From an optimization exercise on the open Yosys and OpenROAD flow, aimed at small area, a short achievable clock period and few clock cycles per item; shortcuts taken in it are not production practice.
Power and IR drop assume default switching activity.

## v6
Design adsr_envelope_generator, start of the top module:
module adsr_envelope_generator #(
  parameter int POSITION_BITS = 24
) (
  input  wire         clk,
  input  wire         rst,
  input  wire         psel,
  input  wire         penable,
  input  wire         pwrite,
  input  wire  [3:0]  paddr,
  input  wire  [31:0] pwdata,
  output logic [31:0] prdata,
  output logic        pready,
  input  wire         s_axis_tvalid,
  output logic        s_axis_tready,
  input  wire  [23:0] s_axis_tdata,   
  input  wire  [1:0]  s_axis_tuser,   
  output logic        m_axis_tvalid,
  input  wire         m_axis_tready,
  output logic [39:0] m_axis_tdata    
);
  logic [23:0] att_len, dec_len, rel_len;
  logic [15:0] sus_lvl;
  logic        cfg_wr;
  adsr_regs u_regs (
    .clk     (clk),
    .rst     (rst),
    .psel    (psel),
    .penable (penable),
    .pwrite  (pwrite),
    .paddr   (paddr),
    .pwdata  (pwdata),
    .prdata  (prdata),
    .pready  (pready),
    .att_len (att_len),
    .dec_len (dec_len),
    .sus_lvl (sus_lvl),
    .rel_len (rel_len),
    .cfg_wr  (cfg_wr)
  );
  adsr_dp u_dp (
    .clk           (clk),
    .rst           (rst),
    .att_len       (att_len),
  ...
For scale: ~140 I/O pins, ~38000 µm² of cells after synthesis.
make LEC_CHECK=0 CAP_MARGIN=20 CORE_MARGIN=2 CORE_UTILIZATION=60 SETUP_SLACK_MARGIN=5 SLEW_MARGIN=20 finish   # period 13.0 ns
run.sh (not shown) runs the stock make flow with config.mk's settings and CLKGATE_MAP_FILE= SYNTH_SCRIPT=/design/flow/synth_recipe.tcl, a recipe that flattens the netlist after the stock synthesis.
v6 | status: complete | timing, DRC, antenna: pass
Changes in v7 relative to v6:
--- a/flow/design.v
+++ b/flow/design.v
@@ -52,22 +52,20 @@
         2'd1: dec_len <= pwdata[23:0];
         2'd2: sus_lvl <= pwdata[15:0];
         default: rel_len <= pwdata[23:0];
       endcase
     end
   end
-  logic [23:0] rd_q;
-  always_ff @(posedge clk) begin
+  always_comb begin
     case (paddr[3:2])
-      2'd0: rd_q <= att_len;
-      2'd1: rd_q <= dec_len;
-      2'd2: rd_q <= {8'd0, sus_lvl};
-      default: rd_q <= rel_len;
+      2'd0: prdata = {8'd0, att_len};
+      2'd1: prdata = {8'd0, dec_len};
+      2'd2: prdata = {16'd0, sus_lvl};
+      default: prdata = {8'd0, rel_len};
     endcase
   end
-  assign prdata = {8'd0, rd_q};
 endmodule
 `default_nettype wire
 `default_nettype none
 module adsr_div (
   input  wire         clk,
   input  wire         start,
@@ -810,34 +808,25 @@
   logic        hold;
   logic        blk;
   assign is_smp = (bc_kind == adsr_pkg::KIND_SAMPLE);
   assign hold   = m_axis_tvalid && !m_axis_tready;
   assign blk    = sync_on || (is_smp && (need_sync || (ramp && !(k_ok && k_a == bc_a))));
   assign c_fire = bc_v && !hold && !blk;
-  logic        sk_v;
-  logic [25:0] sk_d;
-  logic        bc_free;
-  logic        acc;
-  assign s_axis_tready = !sk_v;
-  assign acc     = s_axis_tvalid && !sk_v && !rst;
-  assign bc_free = !bc_v || c_fire;
+  assign s_axis_tready = !bc_v || c_fire;
   always_ff @(posedge clk) begin
     if (rst) begin
       bc_v <= 1'b0;
-      sk_v <= 1'b0;
-    end else if (bc_free) begin
-      bc_v <= sk_v || acc;
-      sk_v <= 1'b0;
-    end else if (acc) begin
-      sk_v <= 1'b1;
+    end else if (s_axis_tready) begin
+      bc_v <= s_axis_tvalid;
     end
   end
   always_ff @(posedge clk) begin
-    if (!sk_v) sk_d <= {s_axis_tuser, s_axis_tdata};
-    if (bc_free) begin
-      {bc_kind, bc_a, bc_smp} <= sk_v ? sk_d : {s_axis_tuser, s_axis_tdata};
+    if (s_axis_tready) begin
+      bc_kind <= s_axis_tuser;
+      bc_a    <= s_axis_tdata[23:16];
+      bc_smp  <= s_axis_tdata[15:0];
     end
   end
   logic [23:0] k_n;
   logic [4:0]  k_msb;
   logic        k_go_item, k_go;
   logic [15:0] k_yq;
@@ -854,23 +843,15 @@
   end
   assign k_go_item = bc_v && is_smp && ramp && cur_ok && !need_sync && !sync_on &&
                      !(k_ok && k_a == bc_a) && !k_busy;
   assign k_go = k_go_item || (sync_on && sync_ph == 2'd0 && !k_busy && !k_ok);
   assign k_yq   = k_add ? eng_q : k_q;
   assign k_yr   = k_add ? eng_r : k_r;
-  logic [25:0] k_xl, k_cs, k_cc;
-  logic [15:0] k_qa, k_qb;
-  assign k_xl   = ~{2'b0, len};
-  assign k_cs   = {2'b0, k_r} ^ {2'b0, k_yr} ^ k_xl;
-  assign k_cc   = {(({2'b0, k_r} & {2'b0, k_yr}) | ({2'b0, k_r} & k_xl) |
-                    ({2'b0, k_yr} & k_xl)), 1'b0};
   assign k_t0   = {1'b0, k_r} + {1'b0, k_yr};
-  assign k_t1   = k_cs + k_cc + 26'd1;
+  assign k_t1   = {2'b0, k_r} + {2'b0, k_yr} - {2'b0, len};
   assign k_wrap = !k_t1[25];
-  assign k_qa   = k_q + k_yq;
-  assign k_qb   = k_q + k_yq + 16'd1;
   logic [24:0] p_sum;
   logic        p_end;
   logic [2:0]  ph_next;
   assign p_sum = {1'b0, pos} + 25'(bc_a);
   assign p_end = (p_sum >= {1'b0, len});
   always_comb begin
@@ -917,21 +898,19 @@
   logic [1:0]  need_tag;
   logic        k_need;
   assign need_tag = is_att ? adsr_pkg::JOB_A : is_dec ? adsr_pkg::JOB_D : adsr_pkg::JOB_R;
   assign cur_ok   = ramp && eng_ok && (eng_tag == need_tag);
   assign k_need   = ramp && (k_busy || sync_on || need_sync ||
                              (bc_v && is_smp && !(k_ok && k_a == bc_a)));
-  assign job      = k_need ? need_tag :
-                    is_att ? adsr_pkg::JOB_D :
-                    (phase == adsr_pkg::PH_SUSTAIN) ? adsr_pkg::JOB_R : adsr_pkg::JOB_A;
+  assign job      = k_need ? need_tag : (is_att ? adsr_pkg::JOB_D : adsr_pkg::JOB_A);
   assign div_start = !((eng_busy || eng_ok) && (eng_tag == job));
   always_comb begin
     case (job)
       adsr_pkg::JOB_A: job_m = UNITY;
       adsr_pkg::JOB_D: job_m = 16'(UNITY - s_cl);
-      default:         job_m = (phase == adsr_pkg::PH_SUSTAIN) ? s_cl : rsl;
+      default:         job_m = rsl;
     endcase
     case (eng_tag)
       adsr_pkg::JOB_A: div_len = att_len;
       adsr_pkg::JOB_D: div_len = dec_len;
       default:         div_len = rel_len;
     endcase
@@ -986,13 +965,13 @@
           k_q  <= eng_q;
           k_r  <= eng_r;
         end
         k_ok   <= (k_msb == '0);
         k_busy <= (k_msb != '0);
       end else if (k_busy) begin
-        k_q <= k_wrap ? k_qb : k_qa;
+        k_q <= k_q + k_yq + 16'(k_wrap);
         k_r <= k_wrap ? k_t1[23:0] : k_t0[23:0];
         if (!k_add && k_n[k_j]) begin
           k_add <= 1'b1;
         end else begin
           k_add <= 1'b0;
           k_j   <= k_j - 5'd1;
@@ -1046,14 +1025,13 @@
             rsl       <= cur_level;
             lvl       <= (rel_len == '0) ? 16'd0 : cur_level;
             pos       <= '0;
             r         <= '0;
             need_sync <= 1'b0;
             k_ok      <= 1'b0;
-            if (!(eng_tag == adsr_pkg::JOB_R && phase == adsr_pkg::PH_SUSTAIN &&
-                  cur_level == s_cl)) begin
+            if (eng_tag == adsr_pkg::JOB_R) begin
               eng_busy <= 1'b0;
               eng_ok   <= 1'b0;
             end
           end
           adsr_pkg::KIND_OFF: begin
             phase     <= adsr_pkg::PH_OFF;
--- outcome ---
Compared with v6, v7 improves static leakage. v7 vs. v6: net switching power went up; via count went down; combinational power went up; number of sequential cells in the layout went down; final cell count went down. Lower power goes to v6 over v7. Diff v6 -> v7 | effective utilization at floorplan | decrease of 0.36 points. For v7, the termination of the worst setup path was s_axis_tready, unlike v6, where it was u_dp.lvl[13]. v7 ends up with a final area that is about 7% lower than in v6. Compared with v6, v7 shows count of inserted tapcells that has gone down by a little under 10%. v7: flop-to-flop setup slack 0.03 ns below v6. Going from v6 to v7, the smallest hold slack was found to have gone up by 0.018 ns. Total number of placement rows in v7 vs v6: down 3.
No functional check of the RTL was part of any run of this note.

## separate check: timing with driven ports
How much do the figures lean on ideal ports? The routed layouts below were timed once more, with nothing changed but the port constraints.
Step 1, drivers: a clkbuf_16 drives clk and a buf_2 each remaining input, both assumed.
Step 2, shift: input delay + t, output delay - t, t = (earliest + latest rising clock arrival at the registers) / 2. This alone moves slack from input paths to output paths.
Three values: no drivers, after step 1, after step 2; two values: the first two.
run	t (ns)	slack for setup (ns)	hold WS [ns]	clock arrival spread, ns
v6	0.683	5.410 / 5.410 / 5.410	0.470 / 0.470 / 0.470	0.025 / 0.026
v7	0.678	5.118 / 5.095 / 5.095	0.488 / 0.488 / 0.488	0.025 / 0.025
After both steps setup and hold are still met in every run listed. The setup slack of v7, which loses most, moves by -0.023 ns with the drivers and by -0.023 ns with both steps.
